This design comes from an exercise in tuning for small area and a short achievable clock period on the open sky130 flow, not from production work. RTL that was checked went through simulation tests only; none was proved equivalent to the original. Function not checked in run 3: the RTL went through the layout flow alone. Power is estimated from default activity; no workload was simulated.

==> flow/design.v <==
package cpu_pkg;
  localparam int unsigned OPCODE_W = 4;
  localparam int unsigned IMM_W    = 4;
  localparam int unsigned INSTR_W  = OPCODE_W + IMM_W;
  localparam logic [OPCODE_W-1:0] HALT_OPCODE_DEFAULT = 4'hF;
  typedef enum logic [1:0] {
    ST_IDLE,
    ST_RUN,
    ST_DRAIN,
    ST_HALT
  } fetch_state_t;
endpackage
import cpu_pkg::*;
module instr_mem (
  input  logic                        clk,
  input  logic [255:0]                wsel,
  input  logic [255:0]                wsel_n,
  input  logic [cpu_pkg::INSTR_W-1:0] wcol,
  input  logic [15:0]                 rhi_n,
  input  logic [15:0]                 rlo_n,
  output logic [cpu_pkg::INSTR_W-1:0] rdata_n
);
  localparam int unsigned W = cpu_pkg::INSTR_W;
  logic [256*W-1:0] cells_q;
  logic [256*W-1:0] cells_d;
  logic [255:0]     rsel;
  for (genvar r = 0; r < 256; r++) begin : g_row
    fu_nor2 u_rsel (.a (rhi_n[r/16]), .b (rlo_n[r%16]), .y (rsel[r]));
    for (genvar b = 0; b < W; b++) begin : g_bit
      fu_o22ai u_wr (
        .a1 (cells_q[r*W+b]), .a2 (wsel[r]),
        .b1 (wsel_n[r]),      .b2 (wcol[b]),
        .y  (cells_d[r*W+b])
      );
    end
  end
  always_ff @(posedge clk) begin
    cells_q <= cells_d;
  end
  for (genvar b = 0; b < W; b++) begin : g_rd
    logic [31:0] l2;      
    logic [7:0]  l3_n;    
    logic [1:0]  l4;      
    for (genvar k = 0; k < 32; k++) begin : g_or8
      fu_or8 u_l2 (
        .s (rsel[k*8 +: 8]),
        .d ({cells_q[(k*8+7)*W+b], cells_q[(k*8+6)*W+b], cells_q[(k*8+5)*W+b],
             cells_q[(k*8+4)*W+b], cells_q[(k*8+3)*W+b], cells_q[(k*8+2)*W+b],
             cells_q[(k*8+1)*W+b], cells_q[(k*8+0)*W+b]}),
        .y (l2[k])
      );
    end
    for (genvar k = 0; k < 8; k++) begin : g_l3
      fu_nor4 u_l3 (.a (l2[4*k]), .b (l2[4*k+1]), .c (l2[4*k+2]), .d (l2[4*k+3]), .y (l3_n[k]));
    end
    for (genvar k = 0; k < 2; k++) begin : g_l4
      fu_nand4 u_l4 (.a (l3_n[4*k]), .b (l3_n[4*k+1]), .c (l3_n[4*k+2]), .d (l3_n[4*k+3]), .y (l4[k]));
    end
    fu_nor2 u_l5 (.a (l4[0]), .b (l4[1]), .y (rdata_n[b]));
  end
endmodule
module fu_o22ai (input logic a1, a2, b1, b2, output logic y);
  assign y = ~((a1 | a2) & (b1 | b2));
endmodule
module fu_or8 (input logic [7:0] s, input logic [7:0] d, output logic y);
  assign y = |(s & d);
endmodule
module fu_nand4 (input logic a, b, c, d, output logic y);
  assign y = ~(a & b & c & d);
endmodule
module fu_nor4 (input logic a, b, c, d, output logic y);
  assign y = ~(a | b | c | d);
endmodule
module fu_nor2 (input logic a, b, output logic y);
  assign y = ~(a | b);
endmodule
module fu_mux2 (input logic a0, a1, s, output logic y);
  assign y = s ? a1 : a0;
endmodule
import cpu_pkg::*;
module fetch_unit #(
  parameter int unsigned                   MEM_DEPTH   = 256,
  parameter logic [cpu_pkg::OPCODE_W-1:0]  HALT_OPCODE = cpu_pkg::HALT_OPCODE_DEFAULT
) (
  input  logic         clk,
  input  logic         rst_n,
  input  logic         start,
  input  logic         prog_we,
  input  logic [7:0]   prog_addr,
  input  logic [7:0]   prog_data,
  output logic [7:0]   instr_out,
  output logic         instr_valid,
  input  logic         instr_ready,
  input  logic         jump_en,
  input  logic [7:0]   jump_target,
  output logic [7:0]   pc_out,
  output logic         halted
);
  logic               active_q, active_d;
  logic               halt_q, halt_d;
  logic [7:0]         pc_q, pc_d;
  logic [15:0]        pc_hi_n_q, pc_hi_n_d;
  logic [15:0]        pc_lo_n_q, pc_lo_n_d;
  logic [INSTR_W-1:0] instr_q, instr_d;
  logic               valid_q, valid_d;
  logic               phase_q;
  logic [INSTR_W-1:0] mem_raw_n;
  logic               drain, loadable, we, restart, to_halt;
  logic               fetch, jump;
  logic [15:0]        whi, wlo;
  logic [255:0]       wsel, wsel_n;
  assign drain    = active_q && valid_q && (instr_q[INSTR_W-1 -: OPCODE_W] == HALT_OPCODE);
  assign loadable = !active_q;
  assign we       = prog_we && loadable;
  assign restart  = start && loadable;
  assign jump     = jump_en && active_q;
  assign fetch    = active_q && !drain && !jump_en && (!valid_q || instr_ready);
  assign to_halt  = drain && !jump_en && instr_ready;
  always_comb begin
    for (int i = 0; i < 16; i++) begin
      whi[i] = we && (prog_addr[7:4] == i[3:0]);
      wlo[i] = (prog_addr[3:0] == i[3:0]);
    end
    for (int r = 0; r < 256; r++) begin
      wsel[r]   = whi[r/16] && wlo[r%16];
      wsel_n[r] = !(whi[r/16] && wlo[r%16]);
    end
  end
  always_ff @(posedge clk) begin
    phase_q <= !phase_q;
  end
  instr_mem u_mem (
    .clk     (clk),
    .wsel    (wsel),
    .wsel_n  (wsel_n),
    .wcol    (prog_data ^ {INSTR_W{phase_q}}),
    .rhi_n   (pc_hi_n_q),
    .rlo_n   (pc_lo_n_q),
    .rdata_n (mem_raw_n)
  );
  always_ff @(posedge clk or negedge rst_n) begin
    if (!rst_n) begin
      active_q  <= 1'b0;
      halt_q    <= 1'b0;
      pc_q      <= '0;
      pc_hi_n_q <= 16'hFFFE;
      pc_lo_n_q <= 16'hFFFE;
      instr_q   <= '0;
      valid_q   <= 1'b0;
    end else begin
      active_q  <= active_d;
      halt_q    <= halt_d;
      pc_q      <= pc_d;
      pc_hi_n_q <= pc_hi_n_d;
      pc_lo_n_q <= pc_lo_n_d;
      instr_q   <= instr_d;
      valid_q   <= valid_d;
    end
  end
  assign active_d = restart || (active_q && !to_halt);
  assign halt_d   = (halt_q && !start) || to_halt;
  always_comb begin
    valid_d = valid_q;
    if (restart || jump) valid_d = 1'b0;
    else if (fetch) valid_d = 1'b1;
    else if (to_halt) valid_d = 1'b0;
  end
  always_comb begin
    pc_d      = pc_q;
    pc_hi_n_d = pc_hi_n_q;
    pc_lo_n_d = pc_lo_n_q;
    if (restart) begin
      pc_d      = '0;
      pc_hi_n_d = 16'hFFFE;
      pc_lo_n_d = 16'hFFFE;
    end else if (jump) begin
      pc_d = jump_target;
      for (int i = 0; i < 16; i++) begin
        pc_hi_n_d[i] = (jump_target[7:4] != i[3:0]);
        pc_lo_n_d[i] = (jump_target[3:0] != i[3:0]);
      end
    end else if (fetch) begin
      pc_d      = pc_q + 8'd1;
      pc_lo_n_d = {pc_lo_n_q[14:0], pc_lo_n_q[15]};
      if (!pc_lo_n_q[15]) pc_hi_n_d = {pc_hi_n_q[14:0], pc_hi_n_q[15]};
    end
  end
  for (genvar b = 0; b < INSTR_W; b++) begin : g_instr
    fu_mux2 u_mux (
      .a0 (fetch ? !phase_q : instr_q[b]),
      .a1 (fetch ? phase_q  : instr_q[b]),
      .s  (mem_raw_n[b]),
      .y  (instr_d[b])
    );
  end
  assign instr_out   = instr_q;
  assign instr_valid = valid_q;
  assign pc_out      = pc_q;
  assign halted      = halt_q;
endmodule
==> flow/flow/run.sh <==
#!/bin/bash
# Own layout flow: the standard ORFS flow (standard.sh, standard synthesis
# unchanged) with a few layout settings changed:
#  - sizing may swap cells across footprints (so port buffers and other
#    cells can be replaced by faster or smaller ones),
#  - ports are buffered with buf_4 instead of the smallest buffer,
#  - CTS without dummy loads,
#  - power recovery (downsizing gates that have slack) after global routing.
# The make output goes to flow_make.log in the work folder; ORFS keeps each
# step's own log under orfs/logs/.
set -euo pipefail
bash standard.sh \
  MATCH_CELL_FOOTPRINT=0 \
  "BUFFER_PORTS_ARGS=-buffer_cell sky130_fd_sc_hd__buf_4" \
  "CTS_ARGS=-sink_clustering_enable -repair_clock_nets -dont_use_dummy_load" \
  RECOVER_POWER=100 \
  finish > flow_make.log 2>&1
==> flow/standard.sh <==
#!/bin/bash
# synth_recipe.tcl (not shown) runs the flow's synth.tcl, then flattens the netlist and writes it again
# the make line also repeats each setting of config.mk as NAME=value (left out here)
make -C /OpenROAD-flow-scripts/flow DESIGN_CONFIG=/design/flow/config.mk WORK_HOME=/design/flow/orfs CLKGATE_MAP_FILE= SYNTH_SCRIPT=/design/flow/synth_recipe.tcl "${@:-finish}"
==> flow/config.mk <==
export PLATFORM = sky130hd
export DESIGN_NAME = fetch_unit
export DESIGN_NICKNAME = fetch_unit
export VERILOG_FILES = /design/flow/design.v
export SDC_FILE = /design/flow/constraint.sdc
export NUM_CORES = 4
export LEC_CHECK = 0
export CAP_MARGIN = 20
export CORE_MARGIN = 2
export CORE_UTILIZATION = 40
export SETUP_SLACK_MARGIN = 1.6
export SLEW_MARGIN = 20
export SYNTH_HIERARCHICAL = 1
export SYNTH_MINIMUM_KEEP_SIZE = 0
==> flow/constraint.sdc <==
create_clock -name core_clock -period 4.1 [get_ports {clk}]
set_input_delay 0.8200 -clock core_clock [delete_from_list [all_inputs] [get_ports {clk}]]
set_output_delay 0.8200 -clock core_clock [all_outputs]
set_load 0.01 [all_outputs]
==> qor.csv, run 1 <==
stage,metric,value,unit
outcome,status,finished with violations,
outcome,so_faults,"max-capacitance violations, max-slew violations",
floorplan,rows,154,
yosys,yosys.area.top_type,dfxtp_1,
yosys,synth_area,70590,um2
final_layout,nNetsFinal,7177,
global_route,antenna_found_initial,26,
yosys,syn-num-nets,6712,
timing,min_period_over_period,0.8671,
timing,tightest_slew,1630,ps
yosys,synth_area_leaders,"dfxtp_1, o22ai_1, a22oi_1",
timing,rsz0062_at_grt,true,
pwr,power.density,477.4,nW/um2
place,hpwlAfterDp,191.1,mm
global_route,overflow,0,
global_route,grt_util_met1,0.4191,
timing,fin_skew,77.67,ps
global_route,grt_use_met2,0.4632,
clock_tree,htreeDepth,4,
route,drt-initial-drc-count,9888,
floorplan,die-height,424.1,um
final_layout,synthToLayoutAreaGrowth,18.01,%
yosys,ys_async_sr_fraction,0.02429,
yosys,ys_seq_elements,2100,
critical_path,cp_max_fo,8,
floorplan,initial_core_util,0.4017,
clock_tree,cts_buffer_depth,3,
final_layout,regArea,42440,um2
yosys,synth_flop_cell,dfxtp_1,
clock_tree,hold_buffers,0,
route,routed_wl,296.6,mm
place,port-buffer-count,47,
route,vias,65850,
yosys,synth_edf_count,0,
yosys,netlist_instances,6681,
clock_tree,clkSlewWorstSetupHoldPaths,60,ps
worst_hold_path,hp-class,input port to async pin,
yosys,yosysTopAreaCellShare,0.5811,
yosys,yosysWarnings,8,
critical_path,crit_type,flop to flop,
timing,maxSlewHeadroom,-0.09012,
critical_path,arrival,4260,ps
floorplan,pin_count,48,
global_route,grtUsageMet3,0.08416,
pwr,irDropWorstVdd,0.4841,mV
job,max_cap_viol_count,1,
timing,slew_viol_final,6,
floorplan,chipWidth,424.1,um
final_layout,nFillCells,16260,
clock_tree,cts_tree,yes,
clock_tree,cts_buffers,207,
final_layout,final_cell_mix,"o22ai_1, dfxtp_1, a22oi_1",
place,routabilityCongestion,0.9893,
timing,min_period,3555,ps
clock_tree,insertion_delay,880,ps
final_layout,fin_cells,9500,
timing,fmax,281.3,MHz
critical_path,required,4800,ps
clock_tree,numClockSinks,2100,
route,viasPerCell,6.931,
floorplan,die_area,179800,um2
timing,finalHoldViolations,0,
global_route,top_usage_layer,met2,
timing,tns,0,ps
global_route,first_global_vias,61110,
critical_path,startpoint_type,flop,
final_layout,multiInputGateArea,29130,um2
global_route,grt.total_usage,0.3151,
route,dr.pass1.iters,7,
yosys,syn_area_per_cell,10.57,um2
final_layout,post_route_cells_drive_above_1_share,0.1246,
pwr,p_leak,28.77,nW
global_route,grt_pass1_wl,425.6,mm
route,drtAntennaViolNets,0,
place,dp_cells,9167,
yosys,seq_area_frac_synth,0.5997,
critical_path,end_kind,flop,
floorplan,core_area,175700,um2
route,wire_per_inst,31.22,um
route,drc,0,
clock_tree,root_buffer,clkbuf_16,
timing,setup_violations,0,
yosys,yosys.cell_types.count,51,
final_layout,layout_commonest_cell,o22ai_1,
global_route,grt_max_degree,138,
[Yosys stat by module, one instance, submodules excluded]
module      flops+latches  area [um2]
fu_nand4                0       6.256
fu_nor4                 0       12.51
fu_o22ai                0       6.256
fu_nor2                 0       3.754
fu_mux2                 0       15.01
instr_mem            2048       41000
fetch_unit             52        5473
fu_or8                  0       36.28
[power by group]
part	leakage, nW	switching, W	total, W	internal, W
registers	19.4	0.000272	0.0209	0.0206
logic	6.85	0.00188	0.00265	0.000761
clock network	2.55	0.00744	0.0162	0.00878
total	28.8	0.00959	0.0398	0.0302
[final timing paths]
check	from	end	slack (ps)	cells after the start
max	pc_hi_n_q[6]	instr_q[4]	540	9
min	rst_n	pc_q[5]	40	1
max reg2reg	pc_hi_n_q[6]	instr_q[4]	540	9
min reg2reg	u_mem.cells_q[305]	u_mem.cells_q[305]	440	1
max in group asynchronous	rst_n	pc_lo_n_q[0]	3500	1
min in group core_clock	jump_target[4]	pc_q[4]	270	3
[logic make-up (layout without fill, tap and decap cells)]
group | Yosys count | after routing | share of synthesized area
other | 0 | 16 | 0
and+or+nand+nor | 1294 | 1294 | 0.09030
xor gates and xnor gates | 8 | 8 | 0.0009927
DFF | 2100 | 2100 | 0.5997
buffers and inverters | 106 | 568 | 0.006895
muxes | 28 | 28 | 0.004644
AOI/OAI and AO/OA | 3144 | 3145 | 0.2972
adders and majority gates | 1 | 1 | 0.0001772
[flip-flops by register name, summed over array words and instances (netlist names)]
signal / cells
pc_q: 8
instr_q: 8
pc_lo_n_q: 16
valid_q: 1
phase_q: 1
u_mem.cells_q: 2048
active_q: 1
halt_q: 1
pc_hi_n_q: 16
[worst max-delay path: stages (launching register included)]
cell,delay (ps)
dfstp_4,650
buf_12,160
nor2_2,100
a22oi_1,250
nand4_1,270
nor4_1,1020
buf_4,280
nand4_1,170
nor2_2,180
mux2_4,300
[through the flow]
step	hold slack, ps	worst slack, ps	area (um2)	total power [W]	util
2_1_floorplan	422.1	-193.3	70740	0.02210	-
3_3_place_gp	429.4	218.2	75610	0.02338	0.4303
3_5_place_dp	437.4	264.7	75640	0.02339	0.4304
4_1_cts	28.75	1138	82990	0.03970	0.4723
5_1_grt	70.95	550.0	83280	0.04063	0.4739
6_report	43.06	545.0	83300	0.03977	0.4740
[layout make-up]
| class | instances | share of cell area |
|---|---|---|
| inverters | 17 | 0.0007661 |
| clock buffers | 207 | 0.06219 |
| well taps | 2340 | 0.03515 |
| flip-flops and latches | 2100 | 0.5095 |
| multi-input cells | 4476 | 0.3498 |
| diodes | 16 | 0.0004807 |
| repair buffers | 344 | 0.04216 |
[synth_stat cells (3+ instances only)]
cell	instances
a22oi_1	1027
a2bb2oi_1	3
and2_1	3
buf_2	40
buf_4	4
buf_6	3
clkbuf_1	41
dfrtp_1	21
dfstp_2	30
dfxtp_1	2049
inv_1	17
mux2_2	6
mux2_4	8
mux2i_1	14
nand2_1	317
nand2b_1	12
nand3_1	34
nand3b_1	5
nand4_1	276
nor2_1	550
nor2_4	3
nor2b_1	5
nor3_1	3
nor3_2	7
nor4_2	65
o21ai_0	23
o22ai_1	2072
o32a_1	3
o32ai_1	3
o41ai_1	3
xor2_1	8
[timing repair]
action,4_1_cts,5_1_grt
endpoints found under the setup margin,1414,997
hold endpoints to repair,0,0
setup buffers,89,19
gates cloned,2,0
pin swaps,89,113
resized for setup,249,215
[layer usage]
| metal | share of wire | routed length (um) | vias up |
|---|---|---|---|
| li1 | - | - | 28410 |
| met4 | 0.060 | 17760 | 20 |
| met1 | 0.40 | 118300 | 32460 |
| met3 | 0.11 | 33350 | 828 |
| met5 | 0.00053 | 158 | - |
| met2 | 0.43 | 127000 | 4137 |
==> run 2, diff against run 1 <==
==> flow/run.sh (new file) <==
#!/bin/bash
# synth_recipe.tcl (not shown) runs the flow's synth.tcl, then flattens the netlist and writes it again
# the make line also repeats each setting of config.mk as NAME=value (left out here)
make -C /OpenROAD-flow-scripts/flow DESIGN_CONFIG=/design/flow/config.mk WORK_HOME=/design/flow/orfs CLKGATE_MAP_FILE= SYNTH_SCRIPT=/design/flow/synth_recipe.tcl finish
removed: flow/flow/run.sh
removed: flow/standard.sh
==> run 2 against run 1 <==
  * Synthesized area did not move
  * The run now finishes clean
  * Global-route usage barely moved
  * First-iteration DRC count rose by 5.0%
  * Total power rose by 9.3%
  * Highest routed layer unchanged
  * Worst hold slack improved by 400 ps
  * Sequential power barely moved
  * Die area did not move
==> qor.csv, run 2 <==
stage,metric,value,unit
yosys,synth_area_leaders,"dfxtp_1, o22ai_1, a22oi_1",
critical_path,startpoint_type,flop,
critical_path,ff2ff_setup_slack,1060,ps
route,vias,66530,
floorplan,initial_core_util,0.4017,
floorplan,rows,154,
pwr,p_leak,30.07,nW
final_layout,nNetsFinal,7191,
yosys,synth_commonest_cells,"o22ai_1, dfxtp_1, a22oi_1",
global_route,grt_pass1_wl,425.9,mm
yosys,ys_seq_elements,2100,
pwr,power.density,505.2,nW/um2
global_route,grt_max_degree,110,
timing,tightest_slew,1065,ps
clock_tree,insertion_delay,870,ps
job,max_cap_viol_count,0,
critical_path,arrival,3780,ps
final_layout,synthToLayoutAreaGrowth,21.86,%
yosys,synth_edf_count,0,
route,viasPerCell,6.872,
clock_tree,clkSlewWorstSetupHoldPaths,70,ps
clock_tree,cts_buffers,208,
timing,finalHoldViolations,0,
timing,setup_slack,1065,ps
floorplan,die-height,424.1,um
clock_tree,numClockSinks,2100,
route,dr.pass1.iters,7,
yosys,seq_area_frac_synth,0.5997,
yosys,yosys.cell_types.count,51,
floorplan,die_area,179800,um2
global_route,overflow,0,
timing,fmax,329.4,MHz
yosys,syn_area_per_cell,10.57,um2
floorplan,chipWidth,424.1,um
route,routed_wl,297.3,mm
route,wire_per_inst,30.71,um
pwr,irDropWorstVdd,0.4416,mV
critical_path,cp_max_fo,8,
timing,min_period_over_period,0.7404,
worst_hold_path,hp-class,flop to flop,
floorplan,pin_count,48,
final_layout,layout_commonest_cell,o22ai_1,
place,post-place-ws,190.8,ps
outcome,status,timing/DRC/antenna clean,
timing,min_period,3035,ps
yosys,yosysTopAreaCellShare,0.5811,
yosys,yosys.area.top_type,dfxtp_1,
place,hpwlAfterDp,190.5,mm
yosys,ys_async_sr_fraction,0.02429,
final_layout,largest_reg_flops,2048,
place,routabilityCongestion,0.9906,
route,drc,0,
clock_tree,cts_tree,yes,
route,drt-initial-drc-count,10380,
yosys,synth_flop_cell,dfxtp_1,
floorplan,core_area,175700,um2
yosys,synth_area,70590,um2
yosys,syn-num-nets,6712,
timing,fin_skew,49.98,ps
place,port-buffer-count,47,
critical_path,required,4840,ps
yosys,yosysWarnings,8,
clock_tree,cts_buffer_depth,3,
global_route,antenna_found_initial,19,
global_route,first_global_vias,61390,
final_layout,post_route_cells_drive_above_1_share,0.1541,
final_layout,largest-register,u_mem.cells_q,
yosys,synth.most_common_cell,o22ai_1,
final_layout,top_regs,"u_mem.cells_q x2048, pc_hi_n_q x16, pc_lo_n_q x16",
timing,tns,0,ps
clock_tree,root_buffer,clkbuf_16,
timing,rsz0062_at_grt,true,
timing,slew_viol_final,0,
critical_path,end_kind,flop,
final_layout,final_cell_mix,"o22ai_1, dfxtp_1, a22oi_1",
clock_tree,htreeDepth,4,
global_route,grt.total_usage,0.3153,
route,drtAntennaViolNets,0,
critical_path,crit_type,flop to flop,
timing,setup_violations,0,
timing,maxSlewHeadroom,0.2877,
yosys,netlist_instances,6681,
## run 2: final timing paths
kind	startpoint	cells past startpoint	to
worst max-delay path	pc_hi_n_q[4]	9	instr_q[2]
worst min-delay path	u_mem.cells_q[805]	1	u_mem.cells_q[805]
worst max register to register	pc_hi_n_q[4]	9	instr_q[2]
worst min register to register	u_mem.cells_q[805]	1	u_mem.cells_q[805]
max in group asynchronous	rst_n	3	pc_hi_n_q[11]
min in group asynchronous	rst_n	2	instr_q[3]
## run 2: modules after synthesis, one instance, submodules excluded
module      flip-flops and latches  cells
fu_o22ai                         0      1
fu_nor2                          0      1
fu_mux2                          0      1
fu_or8                           0      5
instr_mem                     2048   2048
fu_nor4                          0      1
fu_nand4                         0      1
fetch_unit                      52    953
## run 2: timing repair
| item | in CTS | in global routing |
|---|---|---|
| gates resized for setup | 239 | 235 |
| endpoints found under the hold margin | 16 | 0 |
| endpoints found under the setup margin | 513 | 1141 |
| pin swaps | 111 | 119 |
| hold buffers | 1 | 0 |
| gates cloned | 2 | 2 |
| buffers inserted | 80 | 27 |
## run 2: metrics by stage
step / util / hold WS, ps / total power (W) / cells / cell area, um2
final: 0.4895 / 443.0 / 0.04346 / 9681 / 86020
after global routing: 0.4895 / 451.2 / 0.04441 / 9680 / 86010
after CTS: 0.4828 / 445.3 / 0.04332 / 9645 / 84840
after detailed placement: 0.4320 / 437.4 / 0.02343 / 9178 / 75910
after global placement: 0.4320 / 429.4 / 0.02341 / 9178 / 75910
after floorplan: - / 422.1 / 0.02210 / 6681 / 70740
## run 2: final cells by class
class,count,area (um2)
Antenna cell,7,17.52
Clock buffer,293,6036
Clock inverter,91,1147
Fill cell,15970,89710
Inverter,17,63.81
Multi-Input combinational cell,4475,29440
Sequential cell,2100,42440
Tap cell,2340,2928
Timing Repair Buffer,358,3945
## run 2: cells by family after synthesis
group                      share of synthesized area
and+or+nand+nor                              0.09030
AOI/OAI and AO/OA                             0.2972
xor gates and xnor gates                   0.0009927
DFF                                           0.5997
buffers and inverters                       0.006895
adders and majority gates                  0.0001772
muxes                                       0.004644
## run 2: where the power goes
group          internal (W)  switching [W]
clock network        0.0115        0.00839
logic              0.000785        0.00189
registers            0.0206       0.000275
total                0.0329         0.0105
## run 2: metal layers
layer / global-route usage / part of all wire / up-vias / wire [um]
met5: 0 / 0.00043 / - / 128
met4: 0.1987 / 0.067 / 14 / 19940
met3: 0.08746 / 0.11 / 924 / 33920
met2: 0.4517 / 0.42 / 4354 / 125100
met1: 0.4175 / 0.40 / 32640 / 118200
li1: - / - / 28600 / -
## run 2: critical path, cell delays in order (launching register included)
cell and delay, ps:
dfstp_4 720, buf_12 140, buf_4 110, nor2_4 50
a22oi_1 300, nand4_1 300, nor4_4 530, nand4_1 260
nor2_2 170, mux2_4 310
==> run 3, diff against run 2 <==
--- a/flow/design.v
+++ b/flow/design.v
@@ -18,5 +18,5 @@
   input  logic [cpu_pkg::INSTR_W-1:0] wcol,
   input  logic [15:0]                 rhi_n,
-  input  logic [15:0]                 rlo_n,
+  input  logic [63:0]                 rlo_n,
   output logic [cpu_pkg::INSTR_W-1:0] rdata_n
 );
@@ -26,5 +26,5 @@
   logic [255:0]     rsel;
   for (genvar r = 0; r < 256; r++) begin : g_row
-    fu_nor2 u_rsel (.a (rhi_n[r/16]), .b (rlo_n[r%16]), .y (rsel[r]));
+    fu_nor2 u_rsel (.a (rhi_n[r/16]), .b (rlo_n[(r/64)*16 + r%16]), .y (rsel[r]));
     for (genvar b = 0; b < W; b++) begin : g_bit
       fu_o22ai u_wr (
@@ -77,4 +77,7 @@
 module fu_mux2 (input logic a0, a1, s, output logic y);
   assign y = s ? a1 : a0;
+endmodule
+module fu_reg16 (input logic clk, input logic [15:0] d, output logic [15:0] q);
+  always_ff @(posedge clk) q <= d;
 endmodule
 import cpu_pkg::*;
@@ -101,5 +104,6 @@
   logic [7:0]         pc_q, pc_d;
   logic [15:0]        pc_hi_n_q, pc_hi_n_d;
-  logic [15:0]        pc_lo_n_q, pc_lo_n_d;
+  logic [63:0]        pc_lo_n_q;
+  logic [15:0]        pc_lo_n_d;
   logic [INSTR_W-1:0] instr_q, instr_d;
   logic               valid_q, valid_d;
@@ -144,6 +148,4 @@
       halt_q    <= 1'b0;
       pc_q      <= '0;
-      pc_hi_n_q <= 16'hFFFE;
-      pc_lo_n_q <= 16'hFFFE;
       instr_q   <= '0;
       valid_q   <= 1'b0;
@@ -152,10 +154,13 @@
       halt_q    <= halt_d;
       pc_q      <= pc_d;
-      pc_hi_n_q <= pc_hi_n_d;
-      pc_lo_n_q <= pc_lo_n_d;
       instr_q   <= instr_d;
       valid_q   <= valid_d;
     end
   end
+  fu_reg16 u_pc_hi (.clk (clk), .d (pc_hi_n_d), .q (pc_hi_n_q));
+  fu_reg16 u_pc_lo0 (.clk (clk), .d (pc_lo_n_d), .q (pc_lo_n_q[15:0]));
+  fu_reg16 u_pc_lo1 (.clk (clk), .d (pc_lo_n_d), .q (pc_lo_n_q[31:16]));
+  fu_reg16 u_pc_lo2 (.clk (clk), .d (pc_lo_n_d), .q (pc_lo_n_q[47:32]));
+  fu_reg16 u_pc_lo3 (.clk (clk), .d (pc_lo_n_d), .q (pc_lo_n_q[63:48]));
   assign active_d = restart || (active_q && !to_halt);
   assign halt_d   = (halt_q && !start) || to_halt;
@@ -169,5 +174,5 @@
     pc_d      = pc_q;
     pc_hi_n_d = pc_hi_n_q;
-    pc_lo_n_d = pc_lo_n_q;
+    pc_lo_n_d = pc_lo_n_q[15:0];
     if (restart) begin
       pc_d      = '0;
==> flow/flow/run.sh (new file) <==
#!/bin/bash
# Own layout flow: the standard ORFS flow (standard.sh, standard synthesis
# unchanged) with a few layout settings changed:
#  - sizing may swap cells across footprints (so port buffers and other
#    cells can be replaced by faster or smaller ones),
#  - ports are buffered with buf_4 instead of the smallest buffer,
#  - CTS without dummy loads.
# The make output goes to flow_make.log in the work folder; ORFS keeps each
# step's own log under orfs/logs/.
set -euo pipefail
bash standard.sh \
  MATCH_CELL_FOOTPRINT=0 \
  "BUFFER_PORTS_ARGS=-buffer_cell sky130_fd_sc_hd__buf_4" \
  "CTS_ARGS=-sink_clustering_enable -repair_clock_nets -dont_use_dummy_load" \
  finish > flow_make.log 2>&1
==> flow/standard.sh (new file) <==
#!/bin/bash
# synth_recipe.tcl (not shown) runs the flow's synth.tcl, then flattens the netlist and writes it again
# the make line also repeats each setting of config.mk as NAME=value (left out here)
make -C /OpenROAD-flow-scripts/flow DESIGN_CONFIG=/design/flow/config.mk WORK_HOME=/design/flow/orfs CLKGATE_MAP_FILE= SYNTH_SCRIPT=/design/flow/synth_recipe.tcl "${@:-finish}"
--- a/flow/config.mk
+++ b/flow/config.mk
@@ -8,5 +8,5 @@
 export CAP_MARGIN = 20
 export CORE_MARGIN = 2
-export CORE_UTILIZATION = 40
+export CORE_UTILIZATION = 55
 export SETUP_SLACK_MARGIN = 1.6
 export SLEW_MARGIN = 20
removed: flow/run.sh
==> run 3 against run 2 <==
  * Clock-buffer cell count shrank 85
  * Clock power shrank 18%
  * Largest cell class unchanged
  * Sequential share of layout area grew 3.0 points
  * Clock skew shrank 5.3 ps
  * Still clean on timing, DRC and antenna
==> qor.csv, run 3 <==
stage,metric,value,unit
outcome,status,timing/DRC/antenna clean,
place,post-place-ws,594.4,ps
global_route,antenna_found_initial,16,
floorplan,initial_core_util,0.5533,
critical_path,crit_type,flop to flop,
clock_tree,htreeDepth,4,
critical_path,r2r-end,instr_q[6],
route,routed_wl,285.8,mm
yosys,ys_seq_elements,2148,
critical_path,crit_buf_inv,2,
final_layout,layout_commonest_cell,dfxtp_1,
final_layout,synthToLayoutAreaGrowth,15.35,%
critical_path,crit_path_frequent_cell,nand4_1,
place,dp_cells,8597,
timing,min_period,3105,ps
final_layout,largest-register,u_mem.cells_q,
floorplan,pin_count,48,
route,drc,0,
final_layout,final_cell_mix,"dfxtp_1, o22ai_1, a22oi_1",
pwr,p_leak,28.37,nW
critical_path,crit_chain,buf_12 -> clkbuf_16 -> nor2_2 -> a22oi_2 -> nand4_1 -> nor4_4 -> nand4_1 -> nor2_1 -> mux2_4,
yosys,yosysWarnings,9,
yosys,synth_area_leaders,"dfxtp_1, o22ai_1, a22oi_1",
timing,setup_violations,0,
final_layout,nNetsFinal,7138,
floorplan,chipWidth,364.7,um
critical_path,crit_family,simple AND/OR/NAND/NOR gates,
critical_path,ff2ff_path_depth,9,
critical_path,slowest_stage,nand4_1,
clock_tree,cts_buffers,208,
yosys,synth_flop_cell,dfxtp_1,
place,hpwlAfterDp,185.3,mm
timing,fmax,322.1,MHz
timing,setup_slack,995.0,ps
yosys,yosys.area.top_type,dfxtp_1,
critical_path,ff2ff_setup_slack,990,ps
critical_path,cp_max_fo,9,
timing,finalHoldViolations,0,
pwr,irDropWorstVdd,0.4125,mV
timing,tightest_slew,1014,ps
clock_tree,root_buffer,clkbuf_16,
global_route,overflow,0,
job,max_cap_viol_count,0,
yosys,synth_edf_count,0,
critical_path,end_kind,flop,
place,port-buffer-count,47,
global_route,grt_util_met1,0.5566,
yosys,synth_area,71550,um2
worst_hold_path,whs_path_depth,3,
floorplan,core_area,129300,um2
worst_hold_path,min_from,jump_target[1],
floorplan,die-height,364.7,um
yosys,syn-num-nets,6762,
timing,min_period_over_period,0.7573,
yosys,seq_area_frac_synth,0.6023,
clock_tree,cts_tree,yes,
global_route,grt_max_degree,116,
timing,rsz0062_at_grt,true,
route,vias,65880,
global_route,grt.total_usage,0.4141,
route,dr.pass1.iters,7,
place,routabilityCongestion,1.017,
final_layout,fin_cells,8863,
clock_tree,insertion_delay,820,ps
yosys,synth_commonest_cells,"dfxtp_1, o22ai_1, a22oi_1",
floorplan,die_area,133000,um2
worst_hold_path,hold_end,pc_q[1],
clock_tree,clkSlewWorstSetupHoldPaths,60,ps
worst_hold_path,hp-class,input port to flop,
route,wire_per_inst,32.25,um
route,drtAntennaViolNets,0,
yosys,syn_area_per_cell,10.63,um2
critical_path,startpoint_type,flop,
timing,slew_viol_final,0,
clock_tree,cts_buffer_depth,3,
floorplan,rows,132,
critical_path,arrival,3800,ps
global_route,grtUsageMet3,0.1295,
critical_path,critical_path.max_stage_delay,550,ps
global_route,top_usage_layer,met2,
yosys,synth.most_common_cell,dfxtp_1,
critical_path,reg2reg_from,u_pc_hi.q[5],
route,drt-initial-drc-count,9430,
timing,maxSlewHeadroom,0.3227,
critical_path,required,4790,ps
route,viasPerCell,7.433,
yosys,yosysTopAreaCellShare,0.5957,
timing,fin_skew,44.67,ps
yosys,yosys.cell_types.count,52,
final_layout,post_route_cells_drive_above_1_share,0.1254,
timing,whs,326.3,ps
global_route,first_global_vias,61030,
pwr,power.density,522.0,nW/um2
clock_tree,numClockSinks,2148,
final_layout,largest_reg_flops,2048,
global_route,grt_pass1_wl,411.3,mm
global_route,grt_use_met2,0.5886,
yosys,netlist_instances,6731,
yosys,ys_async_sr_fraction,0.008845,
==> run 3: modules after synthesis, one instance, submodules excluded <==
module | cell area, um2 | times used
fu_nor4 | 12.51 | 64
fu_nor2 | 3.754 | 264
fu_or8 | 36.28 | 256
instr_mem | 41000 | 1
fu_reg16 | 320.3 | 5
fu_nand4 | 6.256 | 16
fetch_unit | 4837 | 1
fu_o22ai | 6.256 | 2048
fu_mux2 | 15.01 | 8
==> run 3: timing repair <==
item                       in CTS  in global routing
setup endpoints to repair    1984                399
gates resized for setup       197                144
hold endpoints to repair       19                  0
hold buffers                    1                  0
setup buffers                  21                 15
cloned                          3                  2
pin swaps                      72                 57
==> run 3: final cells by class <==
cell class                      count  area (um2)
Fill cell                       10590       46790
Antenna cell                       16       40.04
Sequential cell                  2148       43220
Clock buffer                      208        5205
Tap cell                         1742        2180
Inverter                            8       30.03
Timing Repair Buffer              255        2614
Multi-Input combinational cell   4486       29240
==> run 3: worst max path at each step <==
stage / endpoint / cells after the start / slack, ps / start
6_report: instr_q[6] / 9 / 990 / u_pc_hi.q[5]
5_1_grt: instr_q[0] / 8 / 1040 / u_pc_hi.q[5]
4_1_cts: instr_q[0] / 8 / 1160 / u_pc_hi.q[5]
3_5_place_dp: instr_q[0] / 7 / 590 / u_pc_hi.q[6]
3_3_place_gp: u_pc_lo2.q[15] / 5 / 330 / instr_q[4]
2_1_floorplan: u_mem.cells_q[0] / 2 / -200 / prog_data[0]
==> run 3: power by group <==
| group | internal [W] | total [W] | switching (W) | leakage [nW] |
|---|---|---|---|---|
| clock | 0.00882 | 0.0163 | 0.00745 | 2.56 |
| sequential | 0.0218 | 0.0232 | 0.00135 | 19.6 |
| combinational | 0.00123 | 0.00362 | 0.00239 | 6.19 |
| total | 0.0319 | 0.0431 | 0.0112 | 28.4 |
==> run 3: cells by family (layout without fill, tap and decap cells) <==
family	count (synthesis)	in the layout	share of synthesized area
AOI/OAI and AO/OA	3158	3159	0.2948
DFF	2148	2148	0.6023
and+or+nand+nor	1310	1310	0.09284
buffers and inverters	98	471	0.007187
xor gates and xnor gates	8	8	0.0009793
muxes	8	8	0.001679
adders and majority gates	1	1	0.0001748
other	0	16	0
==> run 3: tightest hold or removal path, cell delays in order <==
cell and delay (ps):
buf_4 120, a22oi_1 90, nand2_1 70
==> run 3: per-stage QoR <==
stage / total power, W / util / instance area [um2] / setup TNS, ps
after floorplan: 0.02434 / - / 71710 / -405370
after detailed placement: 0.02644 / 0.5846 / 75600 / 0
final: 0.04308 / 0.6382 / 82530 / 0
after CTS: 0.04264 / 0.6328 / 81830 / 0
after global routing: 0.04401 / 0.6380 / 82500 / 0
after global placement: 0.02636 / 0.5836 / 75470 / 0
==> run 3: per-layer routing <==
metal / vias to the layer above / part of all wire
met5: - / 0.00013
met4: 6 / 0.057
met3: 842 / 0.13
met2: 4224 / 0.42
met1: 32380 / 0.40
li1: 28420 / -
==> run 4, diff against run 3 <==
--- a/flow/design.v
+++ b/flow/design.v
@@ -17,5 +17,5 @@
   input  logic [255:0]                wsel_n,
   input  logic [cpu_pkg::INSTR_W-1:0] wcol,
-  input  logic [15:0]                 rhi_n,
+  input  logic [31:0]                 rhi_n,
   input  logic [63:0]                 rlo_n,
   output logic [cpu_pkg::INSTR_W-1:0] rdata_n
@@ -26,5 +26,5 @@
   logic [255:0]     rsel;
   for (genvar r = 0; r < 256; r++) begin : g_row
-    fu_nor2 u_rsel (.a (rhi_n[r/16]), .b (rlo_n[(r/64)*16 + r%16]), .y (rsel[r]));
+    fu_nor2 u_rsel (.a (rhi_n[((r%16)/8)*16 + r/16]), .b (rlo_n[(r/64)*16 + r%16]), .y (rsel[r]));
     for (genvar b = 0; b < W; b++) begin : g_bit
       fu_o22ai u_wr (
@@ -40,6 +40,8 @@
   for (genvar b = 0; b < W; b++) begin : g_rd
     logic [31:0] l2;      
-    logic [7:0]  l3_n;    
-    logic [1:0]  l4;      
+    logic [15:0] l3_n;
+    logic [7:0]  l4;
+    logic [3:0]  l5_n;
+    logic [1:0]  l6;
     for (genvar k = 0; k < 32; k++) begin : g_or8
       fu_or8 u_l2 (
@@ -51,11 +53,17 @@
       );
     end
-    for (genvar k = 0; k < 8; k++) begin : g_l3
-      fu_nor4 u_l3 (.a (l2[4*k]), .b (l2[4*k+1]), .c (l2[4*k+2]), .d (l2[4*k+3]), .y (l3_n[k]));
-    end
-    for (genvar k = 0; k < 2; k++) begin : g_l4
-      fu_nand4 u_l4 (.a (l3_n[4*k]), .b (l3_n[4*k+1]), .c (l3_n[4*k+2]), .d (l3_n[4*k+3]), .y (l4[k]));
-    end
-    fu_nor2 u_l5 (.a (l4[0]), .b (l4[1]), .y (rdata_n[b]));
+    for (genvar k = 0; k < 16; k++) begin : g_l3
+      fu_nor2 u_l3 (.a (l2[2*k]), .b (l2[2*k+1]), .y (l3_n[k]));
+    end
+    for (genvar k = 0; k < 8; k++) begin : g_l4
+      fu_nand2 u_l4 (.a (l3_n[2*k]), .b (l3_n[2*k+1]), .y (l4[k]));
+    end
+    for (genvar k = 0; k < 4; k++) begin : g_l5
+      fu_nor2 u_l5 (.a (l4[2*k]), .b (l4[2*k+1]), .y (l5_n[k]));
+    end
+    for (genvar k = 0; k < 2; k++) begin : g_l6
+      fu_nand2 u_l6 (.a (l5_n[2*k]), .b (l5_n[2*k+1]), .y (l6[k]));
+    end
+    fu_nor2 u_l7 (.a (l6[0]), .b (l6[1]), .y (rdata_n[b]));
   end
 endmodule
@@ -71,4 +79,7 @@
 module fu_nor4 (input logic a, b, c, d, output logic y);
   assign y = ~(a | b | c | d);
+endmodule
+module fu_nand2 (input logic a, b, output logic y);
+  assign y = ~(a & b);
 endmodule
 module fu_nor2 (input logic a, b, output logic y);
@@ -103,5 +114,6 @@
   logic               halt_q, halt_d;
   logic [7:0]         pc_q, pc_d;
-  logic [15:0]        pc_hi_n_q, pc_hi_n_d;
+  logic [31:0]        pc_hi_n_q;
+  logic [15:0]        pc_hi_n_d;
   logic [63:0]        pc_lo_n_q;
   logic [15:0]        pc_lo_n_d;
@@ -158,5 +170,6 @@
     end
   end
-  fu_reg16 u_pc_hi (.clk (clk), .d (pc_hi_n_d), .q (pc_hi_n_q));
+  fu_reg16 u_pc_hi0 (.clk (clk), .d (pc_hi_n_d), .q (pc_hi_n_q[15:0]));
+  fu_reg16 u_pc_hi1 (.clk (clk), .d (pc_hi_n_d), .q (pc_hi_n_q[31:16]));
   fu_reg16 u_pc_lo0 (.clk (clk), .d (pc_lo_n_d), .q (pc_lo_n_q[15:0]));
   fu_reg16 u_pc_lo1 (.clk (clk), .d (pc_lo_n_d), .q (pc_lo_n_q[31:16]));
@@ -173,5 +186,5 @@
   always_comb begin
     pc_d      = pc_q;
-    pc_hi_n_d = pc_hi_n_q;
+    pc_hi_n_d = pc_hi_n_q[15:0];
     pc_lo_n_d = pc_lo_n_q[15:0];
     if (restart) begin
--- a/flow/flow/run.sh
+++ b/flow/flow/run.sh
@@ -5,5 +5,5 @@
 #    cells can be replaced by faster or smaller ones),
 #  - ports are buffered with buf_4 instead of the smallest buffer,
-#  - CTS without dummy loads.
+#  - CTS without dummy loads, with larger sink clusters (fewer leaf buffers).
 # The make output goes to flow_make.log in the work folder; ORFS keeps each
 # step's own log under orfs/logs/.
@@ -12,4 +12,4 @@
   MATCH_CELL_FOOTPRINT=0 \
   "BUFFER_PORTS_ARGS=-buffer_cell sky130_fd_sc_hd__buf_4" \
-  "CTS_ARGS=-sink_clustering_enable -repair_clock_nets -dont_use_dummy_load" \
+  "CTS_ARGS=-sink_clustering_enable -repair_clock_nets -dont_use_dummy_load -sink_clustering_size 25 -sink_clustering_max_diameter 80" \
   finish > flow_make.log 2>&1
--- a/flow/config.mk
+++ b/flow/config.mk
@@ -8,5 +8,6 @@
 export CAP_MARGIN = 20
 export CORE_MARGIN = 2
-export CORE_UTILIZATION = 55
+export CORE_UTILIZATION = 60
+export PLACE_DENSITY = 0.8
 export SETUP_SLACK_MARGIN = 1.6
 export SLEW_MARGIN = 20
==> run 4 against run 3 <==
  * Critical path type unchanged
  * Sequential power rose by 2%
  * Largest power group unchanged
  * Design area decreased by 4.6%
  * Synthesized cell count up 2.6%
==> qor.csv, run 4 <==
stage,metric,value,unit
pwr,power.density,470.1,nW/um2
yosys,synth_area,71870,um2
critical_path,required,4640,ps
final_layout,layout_commonest_cell,dfxtp_1,
critical_path,ff2ff_setup_slack,1480,ps
route,wire_per_inst,30.53,um
critical_path,crit_chain,nand2b_1 -> o2111a_2 -> buf_4 -> a31oi_1 -> a22oi_1,
yosys,synth_commonest_cells,"dfxtp_1, o22ai_1, a22oi_1",
pwr,p_switching,0.009847,W
timing,min_period,2617,ps
global_route,grt.total_usage,0.4134,
timing,tightest_slew,1222,ps
worst_hold_path,whs_path_depth,2,
timing,min_period_over_period,0.6383,
critical_path,crit_type,flop to flop,
clock_tree,insertion_delay,740,ps
floorplan,initial_core_util,0.6070,
floorplan,core_area,118400,um2
timing,slew_viol_final,0,
yosys,yosysTopAreaCellShare,0.5975,
global_route,antenna_found_initial,14,
route,dr.pass1.iters,14,
critical_path,slowest_stage,o2111a_2,
timing,finalHoldViolations,0,
route,vias,66600,
pwr,power.internal,0.02718,W
final_layout,largest-register,u_mem.cells_q,
job,max_cap_viol_count,0,
floorplan,chipWidth,350.1,um
route,drc,0,
global_route,first_global_vias,61060,
pwr,p_leak,27.00,nW
critical_path,reg2reg_from,valid_q,
place,routabilityCongestion,1.050,
yosys,synth_simple_gate_area_share,0.09242,
critical_path,crit_family,compound AO/OA/AOI/OAI gates,
yosys,yosys.area.top_type,dfxtp_1,
yosys,synth_fa_ha_area_frac,0.0001741,
outcome,status,timing/DRC/antenna clean,
yosys,muxShareOfSynthArea,0.001671,
place,placed_area,75210,um2
timing,tns,0,ps
critical_path,ff2ff_path_depth,5,
clock_tree,root_buffer,clkbuf_16,
clock_tree,cts_buffers,96,
yosys,ys_seq_elements,2164,
route,viasPerCell,7.658,
yosys,synth_top_family_by_area,compound AO/OA/AOI/OAI gates,
final_layout,finalInstanceArea,78760,um2
critical_path,critical_path.max_stage_delay,630,ps
global_route,grt_max_degree,149,
critical_path,crit_buf_inv,1,
critical_path,cp_max_fo,20,
timing,setup_slack,1483,ps
floorplan,pin_count,48,
route,routed_wl,265.5,mm
floorplan,die-height,350.1,um
global_route,grt_pass1_wl,385.3,mm
route,drtAntennaViolNets,0,
yosys,synth_area_leaders,"dfxtp_1, o22ai_1, a22oi_1",
yosys,synth-compound-area-share,0.2935,
yosys,netlist_instances,6907,
pwr,pwr-share-clk,0.285,
yosys,ys_async_sr_fraction,0.008780,
yosys,synth_flop_cell,dfxtp_1,
worst_hold_path,hold_end,halt_q,
global_route,overflow,0,
final_layout,synthToLayoutAreaGrowth,9.578,%
final_layout,nFillCells,9196,
clock_tree,clkSlewWorstSetupHoldPaths,100,ps
worst_hold_path,min_from,start,
timing,fin_skew,31.23,ps
critical_path,end_kind,flop,
clock_tree,htreeDepth,3,
place,hpwlAfterDp,174.2,mm
final_layout,post_route_cells_drive_above_1_share,0.09052,
timing,maxSlewHeadroom,0.1837,
critical_path,startpoint_type,flop,
worst_hold_path,hp-class,input port to flop,
pwr,pwr-share-seq,0.636,
pwr,irDropWorstVdd,0.3338,mV
place,port-buffer-count,47,
timing,fmax,382.1,MHz
yosys,synth_edf_count,0,
clock_tree,cts_tree,yes,
final_layout,largest_reg_flops,2048,
floorplan,die_area,122600,um2
yosys,synth_xor_area_frac,0.0009749,
clock_tree,cts_buffer_depth,3,
pwr,comb_power_share,0.079,
clock_tree,numClockSinks,2164,
place,post-place-ws,903.7,ps
final_layout,nNetsFinal,7125,
yosys,yosys.cell_types.count,51,
yosys,synth.most_common_cell,dfxtp_1,
final_layout,final_cell_mix,"dfxtp_1, o22ai_1, a22oi_1",
floorplan,rows,126,
route,drt-initial-drc-count,12160,
yosys,yosysWarnings,9,
yosys,seq_area_frac_synth,0.6041,
yosys,syn_area_per_cell,10.41,um2
timing,setup_violations,0,
critical_path,r2r-end,u_pc_hi1.q[15],
yosys,syn-num-nets,6938,
timing,rsz0062_at_grt,true,
critical_path,arrival,3160,ps
pwr,switching_share,0.2660,
## run 4: worst max path at each step
stage / slack, ps / startpoint / cells past startpoint / to
final: 1480 / valid_q / 5 / u_pc_hi1.q[15]
after global routing: 1510 / prog_addr[3] / 6 / u_mem.cells_q[1553]
after CTS: 1500 / active_q / 5 / u_mem.cells_q[1901]
after detailed placement: 900 / prog_addr[5] / 6 / u_mem.cells_q[1004]
after global placement: 940 / prog_addr[5] / 6 / u_mem.cells_q[1001]
after floorplan: -200 / prog_data[0] / 2 / u_mem.cells_q[0]
## run 4: logic make-up (layout without fill, tap and decap cells)
| family | after synthesis | count (layout) |
|---|---|---|
| AOI/OAI and AO/OA | 3158 | 3159 |
| adders and majority gates | 1 | 1 |
| buffers and inverters | 98 | 282 |
| other | 0 | 5 |
| DFF | 2164 | 2164 |
| xor gates and xnor gates | 8 | 8 |
| and+or+nand+nor | 1470 | 1470 |
| muxes | 8 | 8 |
## run 4: layout make-up
cell class	instances	area, um2	share of cell area
clock buffers	96	2402	0.03050
inverters	8	30.03	0.0003813
well taps	1600	2002	0.02542
multi-input cells	4646	28890	0.3669
diodes	5	12.51	0.0001589
flip-flops and latches	2164	43640	0.5541
repair buffers	178	1780	0.02261
## run 4: worst register-to-register path, cell delays in order (launching register included)
cell      delay (ps)
dfrtp_1          440
nand2b_1         410
o2111a_2         630
buf_4            290
a31oi_1          100
a22oi_1          570
## run 4: repair_timing
action                                   CTS  global route
hold buffers                               1             0
resized for setup                        151           178
pin swaps                                  8            14
endpoints found under the hold margin     19             0
cloned                                     1             0
endpoints found under the setup margin  1071          1993
setup buffers                             13             6
## run 4: power groups by stage
stage               clock network, W  registers, W  logic [W]
finish                        0.0106        0.0236    0.00291
global route                  0.0113        0.0235    0.00299
CTS                           0.0105        0.0233    0.00269
detailed placement                 0        0.0238    0.00262
global placement                   0        0.0238    0.00255
floorplan                          0        0.0230    0.00152
## run 4: per-module statistics from Yosys (local to each module, per instance)
module / flip-flops and latches / cells / copies in the design / area [um2]
fu_reg16: 16 / 16 / 6 / 320.3
fu_or8: 0 / 5 / 256 / 36.28
fu_nor2: 0 / 1 / 424 / 3.754
fu_nand2: 0 / 1 / 80 / 3.754
fu_mux2: 0 / 1 / 8 / 15.01
fetch_unit: 20 / 923 / 1 / 4837
instr_mem: 2048 / 2048 / 1 / 41000
fu_o22ai: 0 / 1 / 2048 / 6.256
## run 4: metal layers
metal  vias to the layer above  part of all wire  GRT usage
li1                      28340                 -          -
met1                     32000              0.37     0.5461
met2                      5179              0.41     0.5832
met3                      1057              0.14     0.1340
met4                        21             0.071     0.2618
met5                         -           0.00063          0
## run 4: stage by stage
stage / hold slack, ps / util / cells / total power [W]
after global placement: 429.2 / 0.6353 / 8575 / 0.02630
after detailed placement: 437.3 / 0.6353 / 8575 / 0.02639
after floorplan: 422.1 / - / 6907 / 0.02454
after CTS: 294.7 / 0.6600 / 8686 / 0.03653
after global routing: 326.3 / 0.6651 / 8694 / 0.03778
final: 310.4 / 0.6652 / 8697 / 0.03703
==> run 5, diff against run 4 <==
--- a/flow/config.mk
+++ b/flow/config.mk
@@ -9,5 +9,4 @@
 export CORE_MARGIN = 2
 export CORE_UTILIZATION = 60
-export PLACE_DENSITY = 0.8
 export SETUP_SLACK_MARGIN = 1.6
 export SLEW_MARGIN = 20
==> run 5 against run 4 <==
  * Critical path depth grew 4
  * Sequential cell count is the same
  * Worst hold slack gained 110 ps
  * Highest routed layer unchanged
==> qor.csv, run 5 <==
stage,metric,value,unit
pwr,power.density,471.3,nW/um2
yosys,synth_flop_cell,dfxtp_1,
place,placed_area,75730,um2
place,routabilityCongestion,1.030,
critical_path,required,4690,ps
clock_tree,numClockSinks,2164,
pwr,power,0.03738,W
route,dr.pass1.iters,7,
route,dr.max_layer_used,met5,
route,vias,66190,
yosys,synth_area_leaders,"dfxtp_1, o22ai_1, a22oi_1",
floorplan,die_area,122600,um2
timing,maxSlewHeadroom,0.2517,
critical_path,cp_max_fo,10,
global_route,grt_pass1_wl,400.3,mm
timing,fmax,376.2,MHz
clock_tree,insertion_delay,730,ps
yosys,syn-num-nets,6938,
floorplan,rows,126,
critical_path,startpoint_type,flop,
floorplan,initial_core_util,0.6070,
critical_path,slowest_stage,dfxtp_4,
yosys,synth_simple_gate_area_share,0.09242,
final_layout,layout_commonest_cell,dfxtp_1,
route,wire_per_inst,31.74,um
floorplan,chipWidth,350.1,um
clock_tree,root_buffer,clkbuf_16,
global_route,first_global_vias,60690,
final_layout,post_route_cells_drive_above_1_share,0.09776,
critical_path,crit_type,flop to flop,
clock_tree,clkSlewWorstSetupHoldPaths,100,ps
timing,rsz0062_at_grt,true,
floorplan,die-height,350.1,um
global_route,antenna_found_initial,21,
final_layout,nFillCells,9451,
timing,min_period,2658,ps
timing,slew_viol_final,0,
route,drtAntennaViolNets,0,
place,hpwlAfterDp,185.8,mm
route,routed_wl,277.2,mm
yosys,yosysWarnings,9,
outcome,status,timing/DRC/antenna clean,
yosys,muxShareOfSynthArea,0.001671,
final_layout,finalInstanceArea,79320,um2
worst_hold_path,hp-class,input port to flop,
final_layout,final_cell_mix,"dfxtp_1, o22ai_1, a22oi_1",
route,wl_met2,115.9,mm
global_route,grt_max_degree,97,
final_layout,largest-register,u_mem.cells_q,
critical_path,crit_family,simple AND/OR/NAND/NOR gates,
global_route,overflow,0,
clock_tree,cts_buffers,98,
pwr,irDropWorstVdd,0.4328,mV
yosys,synth_xor_area_frac,0.0009749,
floorplan,core_area,118400,um2
yosys,seq_area_frac_synth,0.6041,
yosys,yosys.cell_types.count,51,
timing,setup_violations,0,
final_layout,finish.utilization,0.6699,
timing,setup_slack,1442,ps
clock_tree,htreeDepth,3,
route,drc,0,
final_layout,largest_reg_flops,2048,
pwr,p_leak,27.28,nW
yosys,synth-compound-area-share,0.2935,
critical_path,arrival,3250,ps
timing,min_period_over_period,0.6483,
floorplan,pin_count,48,
final_layout,synthToLayoutAreaGrowth,10.36,%
timing,finalHoldViolations,0,
place,post-place-ws,826.3,ps
route,wl_met1,106.4,mm
clock_tree,cts_buffer_depth,3,
critical_path,end_kind,flop,
yosys,netlist_instances,6907,
yosys,syn_area_per_cell,10.41,um2
yosys,synth_commonest_cells,"dfxtp_1, o22ai_1, a22oi_1",
yosys,synth_area,71870,um2
place,port-buffer-count,47,
final_layout,nNetsFinal,7163,
yosys,synth_fa_ha_area_frac,0.0001741,
yosys,ys_seq_elements,2164,
yosys,yosys.area.top_type,dfxtp_1,
clock_tree,cts_tree,yes,
critical_path,critical_path.max_stage_delay,490,ps
yosys,synth_edf_count,0,
timing,fin_skew,34.55,ps
timing,tightest_slew,1121,ps
yosys,synth_top_family_by_area,compound AO/OA/AOI/OAI gates,
global_route,grt.total_usage,0.4346,
job,max_cap_viol_count,0,
yosys,synth.most_common_cell,dfxtp_1,
yosys,yosysTopAreaCellShare,0.5975,
route,viasPerCell,7.577,
yosys,ys_async_sr_fraction,0.008780,
route,drt-initial-drc-count,10670,
critical_path,crit_buf_inv,0,
route,wl_met3,34.80,mm
critical_path,crit_chain,nor2_1 -> a22oi_1 -> nand4_1 -> nor2_2 -> nand2_1 -> nor2_2 -> nand2_1 -> nor2_1 -> mux2_4,
timing,whs,419.2,ps
-- run 5: cell counts after synthesis --
No cell type changed its count.
-- run 5: layer usage --
metal / vias to the layer above / GRT usage
li1: 28390 / -
met1: 32190 / 0.5824
met2: 4661 / 0.6244
met3: 927 / 0.1142
met4: 28 / 0.2720
met5: - / 0.007457
-- run 5: final timing paths --
kind,start,to,slack (ps),cells after the start
min reg2reg,u_mem.cells_q[764],u_mem.cells_q[764],450,1
max in group asynchronous,rst_n,active_q,3270,2
max,u_pc_hi0.q[15],instr_q[5],1440,9
min in group asynchronous,rst_n,pc_q[4],520,2
min,jump_target[4],pc_q[4],420,3
max reg2reg,u_pc_hi0.q[15],instr_q[5],1440,9
-- run 5: cell type report --
class	instances	area, um2	area share
Timing Repair Buffer	214	2201	0.02775
Inverter	8	30.03	0.0003786
Tap cell	1600	2002	0.02524
Multi-Input combinational cell	4646	28970	0.3652
Sequential cell	2164	43650	0.5503
Antenna cell	6	15.01	0.0001893
Clock buffer	98	2452	0.03092
-- run 5: repair_timing --
action | in CTS | in global routing
pin swaps | 8 | 15
buffers inserted | 9 | 4
hold endpoints to repair | 15 | 0
resized for setup | 263 | 89
hold buffers | 1 | 0
setup endpoints to repair | 1728 | 239
cloned | 1 | 0
-- run 5: worst reg2reg max path, cell delays in order, from the launching register on --
cell,delay [ps]
dfxtp_4,490
nor2_1,240
a22oi_1,320
nand4_1,200
nor2_2,240
nand2_1,150
nor2_2,300
nand2_1,110
nor2_1,160
mux2_4,310
-- run 5: logic make-up after synthesis --
logic type               after synthesis
AND/OR/NAND/NOR                     1470
AO/OA/AOI/OAI                       3158
adder cells (fa/ha/maj)                1
multiplexers                           8
flip-flops                          2164
XOR/XNOR                               8
buffers and inverters                 98
-- run 5: modules after synthesis (local to each module, per instance), excerpt --
module | cell area (um2) | flops+latches
fu_or8 | 36.28 | 0
fu_o22ai | 6.256 | 0
fu_reg16 | 320.3 | 16
fu_mux2 | 15.01 | 0
fetch_unit | 4837 | 20
instr_mem | 41000 | 2048
fu_nand2 | 3.754 | 0
-- run 5: through the flow --
| stage | setup TNS [ps] | cells |
|---|---|---|
| 2_1_floorplan | -405370 | 6907 |
| 3_3_place_gp | 0 | 8617 |
| 3_5_place_dp | 0 | 8617 |
| 4_1_cts | 0 | 8726 |
| 5_1_grt | 0 | 8731 |
| 6_report | 0 | 8736 |
-- run 5: power by group --
| part | leakage [nW] | internal, W | switching (W) |
|---|---|---|---|
| Sequential | 19.8 | 0.0220 | 0.00155 |
| Clock | 1.21 | 0.00428 | 0.00647 |
| Combinational | 6.32 | 0.00101 | 0.00205 |
==> run 6, diff against run 5 <==
--- a/flow/design.v
+++ b/flow/design.v
@@ -17,5 +17,5 @@
   input  logic [255:0]                wsel_n,
   input  logic [cpu_pkg::INSTR_W-1:0] wcol,
-  input  logic [31:0]                 rhi_n,
+  input  logic [63:0]                 rhi_n,
   input  logic [63:0]                 rlo_n,
   output logic [cpu_pkg::INSTR_W-1:0] rdata_n
@@ -26,5 +26,5 @@
   logic [255:0]     rsel;
   for (genvar r = 0; r < 256; r++) begin : g_row
-    fu_nor2 u_rsel (.a (rhi_n[((r%16)/8)*16 + r/16]), .b (rlo_n[(r/64)*16 + r%16]), .y (rsel[r]));
+    fu_nor2 u_rsel (.a (rhi_n[((r%16)/4)*16 + r/16]), .b (rlo_n[(r/64)*16 + r%16]), .y (rsel[r]));
     for (genvar b = 0; b < W; b++) begin : g_bit
       fu_o22ai u_wr (
@@ -114,5 +114,5 @@
   logic               halt_q, halt_d;
   logic [7:0]         pc_q, pc_d;
-  logic [31:0]        pc_hi_n_q;
+  logic [63:0]        pc_hi_n_q;
   logic [15:0]        pc_hi_n_d;
   logic [63:0]        pc_lo_n_q;
@@ -124,5 +124,7 @@
   logic               drain, loadable, we, restart, to_halt;
   logic               fetch, jump;
-  logic [15:0]        whi, wlo;
+  logic [15:0]        whi_q, wlo_q;
+  logic [INSTR_W-1:0] wdata_q;
+  logic               byp_q;
   logic [255:0]       wsel, wsel_n;
   assign drain    = active_q && valid_q && (instr_q[INSTR_W-1 -: OPCODE_W] == HALT_OPCODE);
@@ -133,12 +135,16 @@
   assign fetch    = active_q && !drain && !jump_en && (!valid_q || instr_ready);
   assign to_halt  = drain && !jump_en && instr_ready;
+  always_ff @(posedge clk) begin
+    for (int i = 0; i < 16; i++) begin
+      whi_q[i] <= we && (prog_addr[7:4] == i[3:0]);
+      wlo_q[i] <= (prog_addr[3:0] == i[3:0]);
+    end
+    wdata_q <= prog_data;
+    byp_q   <= we && (prog_addr == 8'd0);
+  end
   always_comb begin
-    for (int i = 0; i < 16; i++) begin
-      whi[i] = we && (prog_addr[7:4] == i[3:0]);
-      wlo[i] = (prog_addr[3:0] == i[3:0]);
-    end
     for (int r = 0; r < 256; r++) begin
-      wsel[r]   = whi[r/16] && wlo[r%16];
-      wsel_n[r] = !(whi[r/16] && wlo[r%16]);
+      wsel[r]   = whi_q[r/16] && wlo_q[r%16];
+      wsel_n[r] = !(whi_q[r/16] && wlo_q[r%16]);
     end
   end
@@ -150,5 +156,5 @@
     .wsel    (wsel),
     .wsel_n  (wsel_n),
-    .wcol    (prog_data ^ {INSTR_W{phase_q}}),
+    .wcol    (wdata_q ^ {INSTR_W{phase_q}}),
     .rhi_n   (pc_hi_n_q),
     .rlo_n   (pc_lo_n_q),
@@ -172,4 +178,6 @@
   fu_reg16 u_pc_hi0 (.clk (clk), .d (pc_hi_n_d), .q (pc_hi_n_q[15:0]));
   fu_reg16 u_pc_hi1 (.clk (clk), .d (pc_hi_n_d), .q (pc_hi_n_q[31:16]));
+  fu_reg16 u_pc_hi2 (.clk (clk), .d (pc_hi_n_d), .q (pc_hi_n_q[47:32]));
+  fu_reg16 u_pc_hi3 (.clk (clk), .d (pc_hi_n_d), .q (pc_hi_n_q[63:48]));
   fu_reg16 u_pc_lo0 (.clk (clk), .d (pc_lo_n_d), .q (pc_lo_n_q[15:0]));
   fu_reg16 u_pc_lo1 (.clk (clk), .d (pc_lo_n_d), .q (pc_lo_n_q[31:16]));
@@ -206,6 +214,6 @@
   for (genvar b = 0; b < INSTR_W; b++) begin : g_instr
     fu_mux2 u_mux (
-      .a0 (fetch ? !phase_q : instr_q[b]),
-      .a1 (fetch ? phase_q  : instr_q[b]),
+      .a0 (fetch ? (byp_q ? wdata_q[b] : !phase_q) : instr_q[b]),
+      .a1 (fetch ? (byp_q ? wdata_q[b] : phase_q)  : instr_q[b]),
       .s  (mem_raw_n[b]),
       .y  (instr_d[b])
==> run 6 against run 5 <==
  * Still clean on timing, DRC and antenna
  * Clock power hardly changed
  * Combinational power grew to 3.7 times the previous value
  * Global-route usage is 3.8 points lower
  * Non-clock buffer count is 92 lower
  * Clock-buffer cell count is 3 higher
  * Routed wire length is 6.9% lower
  * Core utilization is 1.3 points lower
  * Worst hold slack worse by 230 ps
  * Design area is 0.43% lower
  * Critical path type unchanged
  * Critical endpoint is now instr_q[3]
==> qor.csv, run 6 <==
stage,metric,value,unit
outcome,status,timing/DRC/antenna clean,
pwr,power,0.04784,W
final_layout,fin_cells,8722,
global_route,first_global_vias,59130,
timing,fin_skew,43.27,ps
clock_tree,htreeDepth,3,
floorplan,core_area,120100,um2
global_route,grt_util_met1,0.5561,
clock_tree,root_buffer,clkbuf_16,
pwr,irDropWorstVdd,0.4353,mV
floorplan,die_area,124000,um2
yosys,synth.most_common_cell,dfxtp_1,
floorplan,die-height,352.1,um
final_layout,synthToLayoutAreaGrowth,8.607,%
critical_path,ff2ff_path_depth,9,
critical_path,cp_max_fo,8,
critical_path,ff2ff_setup_slack,1510,ps
timing,min_period_over_period,0.6317,
worst_hold_path,hold_end,wdata_q[2],
final_layout,nNetsFinal,7115,
place,hpwlAfterDp,172.0,mm
final_layout,final_cell_mix,"dfxtp_1, o22ai_1, a22oi_1",
route,wire_per_inst,29.61,um
yosys,synth_flop_cell,dfxtp_1,
global_route,grtUsageMet3,0.1047,
clock_tree,cts_buffers,101,
timing,setup_slack,1510,ps
place,dp_cells,8585,
critical_path,required,4700,ps
route,dr.pass1.iters,10,
critical_path,crit_type,flop to flop,
global_route,grt_max_degree,166,
route,drt-initial-drc-count,9932,
critical_path,r2r-end,instr_q[3],
timing,setup_violations,0,
yosys,syn_area_per_cell,10.48,um2
clock_tree,numClockSinks,2237,
floorplan,chipWidth,352.1,um
clock_tree,cts_buffer_depth,3,
yosys,synth_area_leaders,"dfxtp_1, o22ai_1, a22oi_1",
pwr,p_leak,31.20,nW
final_layout,largest_reg_flops,2048,
timing,fmax,386.1,MHz
global_route,grt_use_met2,0.5735,
timing,tightest_slew,1196,ps
worst_hold_path,min_from,prog_data[2],
critical_path,reg2reg_from,u_pc_lo2.q[4],
global_route,grt.total_usage,0.3965,
global_route,antenna_found_initial,32,
timing,tns,0,ps
route,drtAntennaViolNets,0,
final_layout,post_route_cells_drive_above_1_share,0.06340,
global_route,overflow,0,
global_route,grt_pass1_wl,379.2,mm
clock_tree,cts_tree,yes,
clock_tree,clkSlewWorstSetupHoldPaths,100,ps
critical_path,arrival,3190,ps
route,drc,0,
timing,min_period,2590,ps
timing,rsz0062_at_grt,true,
route,routed_wl,258.2,mm
route,vias,64220,
yosys,ys_seq_elements,2237,
global_route,top_usage_layer,met2,
place,post-place-ws,857.2,ps
yosys,seq_area_frac_synth,0.6172,
yosys,netlist_instances,6937,
final_layout,layout_commonest_cell,dfxtp_1,
yosys,syn-num-nets,6968,
clock_tree,insertion_delay,730,ps
worst_hold_path,hp-class,input port to flop,
critical_path,end_kind,flop,
yosys,synth_edf_count,0,
place,port-buffer-count,47,
yosys,synth_commonest_cells,"dfxtp_1, o22ai_1, a22oi_1",
final_layout,largest-register,u_mem.cells_q,
floorplan,pin_count,48,
timing,maxSlewHeadroom,0.2027,
place,routabilityCongestion,1.005,
yosys,yosysTopAreaCellShare,0.6107,
worst_hold_path,whs_path_depth,1,
yosys,yosysWarnings,9,
route,viasPerCell,7.363,
yosys,yosys.area.top_type,dfxtp_1,
floorplan,rows,127,
yosys,synth_area,72710,um2
floorplan,initial_core_util,0.6053,
critical_path,startpoint_type,flop,
job,max_cap_viol_count,0,
timing,finalHoldViolations,0,
pwr,power.density,605.7,nW/um2
yosys,yosys.cell_types.count,49,
yosys,ys_async_sr_fraction,0.008494,
timing,slew_viol_final,0,
## run 6: report_power, final
part	internal [W]	switching, W
registers	0.0234	0.00223
clock network	0.00440	0.00658
logic	0.00343	0.00780
## run 6: how the worst max path moves through the flow
stage              startpoint             endpoint  slack, ps
6_report        u_pc_lo2.q[4]           instr_q[3]       1510
5_1_grt         u_pc_hi1.q[3]           instr_q[3]       1500
4_1_cts        u_pc_lo0.q[10]           instr_q[1]       1540
3_5_place_dp          jump_en       u_pc_lo2.q[14]        860
3_3_place_gp      instr_ready       u_pc_lo2.q[10]        540
2_1_floorplan         phase_q  u_mem.cells_q[1002]         80
## run 6: metal layers
layer / share of wire / up-vias
met5: 0.0011 / -
met4: 0.048 / 34
met3: 0.12 / 711
met2: 0.43 / 3991
met1: 0.41 / 31420
li1: - / 28060
## run 6: area by class of cell
| type | count | area [um2] |
|---|---|---|
| sequential | 2237 | 45050 |
| timing repair buffer | 122 | 1266 |
| antenna | 28 | 70.07 |
| multi-input combinational | 4363 | 27070 |
| clock buffer | 101 | 2527 |
| inverter | 259 | 972.2 |
| fill | 9734 | 41160 |
| tap | 1612 | 2017 |
## run 6: Yosys stat by module (local to each module, per instance)
module | cell area (um2) | cells | times used | flops+latches
fu_nor2 | 3.754 | 1 | 424 | 0
fu_mux2 | 15.01 | 1 | 8 | 0
instr_mem | 41000 | 2048 | 1 | 2048
fu_or8 | 36.28 | 5 | 256 | 0
fetch_unit | 5039 | 921 | 1 | 61
fu_o22ai | 6.256 | 1 | 2048 | 0
fu_reg16 | 320.3 | 16 | 8 | 16
fu_nand2 | 3.754 | 1 | 80 | 0
## run 6: worst max-delay path, stage by stage, from the launching register on
cell	delay (ps)
dfxtp_1	480
nor2_1	220
a22oi_1	320
nand4_1	150
nor2_1	220
nand2_1	170
nor2_2	220
nand2_1	150
nor2_1	200
mux2_4	310
## run 6: per-stage QoR
step	cell area (um2)	hold slack [ps]	util
2_1_floorplan	72880	422.1	-
3_3_place_gp	75660	429.3	0.6298
3_5_place_dp	75820	437.3	0.6311
4_1_cts	78600	155.8	0.6543
5_1_grt	78910	164.0	0.6569
6_report	78970	188.6	0.6574
## run 6: what timing repair did
action,4_1_cts,5_1_grt
pin swaps,2,6
gates cloned,1,1
gates resized for setup,109,92
endpoints found under the setup margin,81,25
buffers inserted,0,5
hold buffers,1,0
hold endpoints to repair,18,0
## run 6: cells by family after synthesis
logic type,synth area share
DFF,0.6172
xor gates and xnor gates,0.001084
and+or+nand+nor,0.07292
muxes,0.001944
AOI/OAI and AO/OA,0.2885
buffers and inverters,0.01817
adders and majority gates,0.0001720

Re-timed with assumed drivers on the ports (clkbuf_16 on the clock, buf_2 on other inputs), run 6 has 1.510 ns of setup slack against 1.510 ns with ideal ports, and 1.073 ns once port delays also move by the mid clock arrival of 0.792 ns.
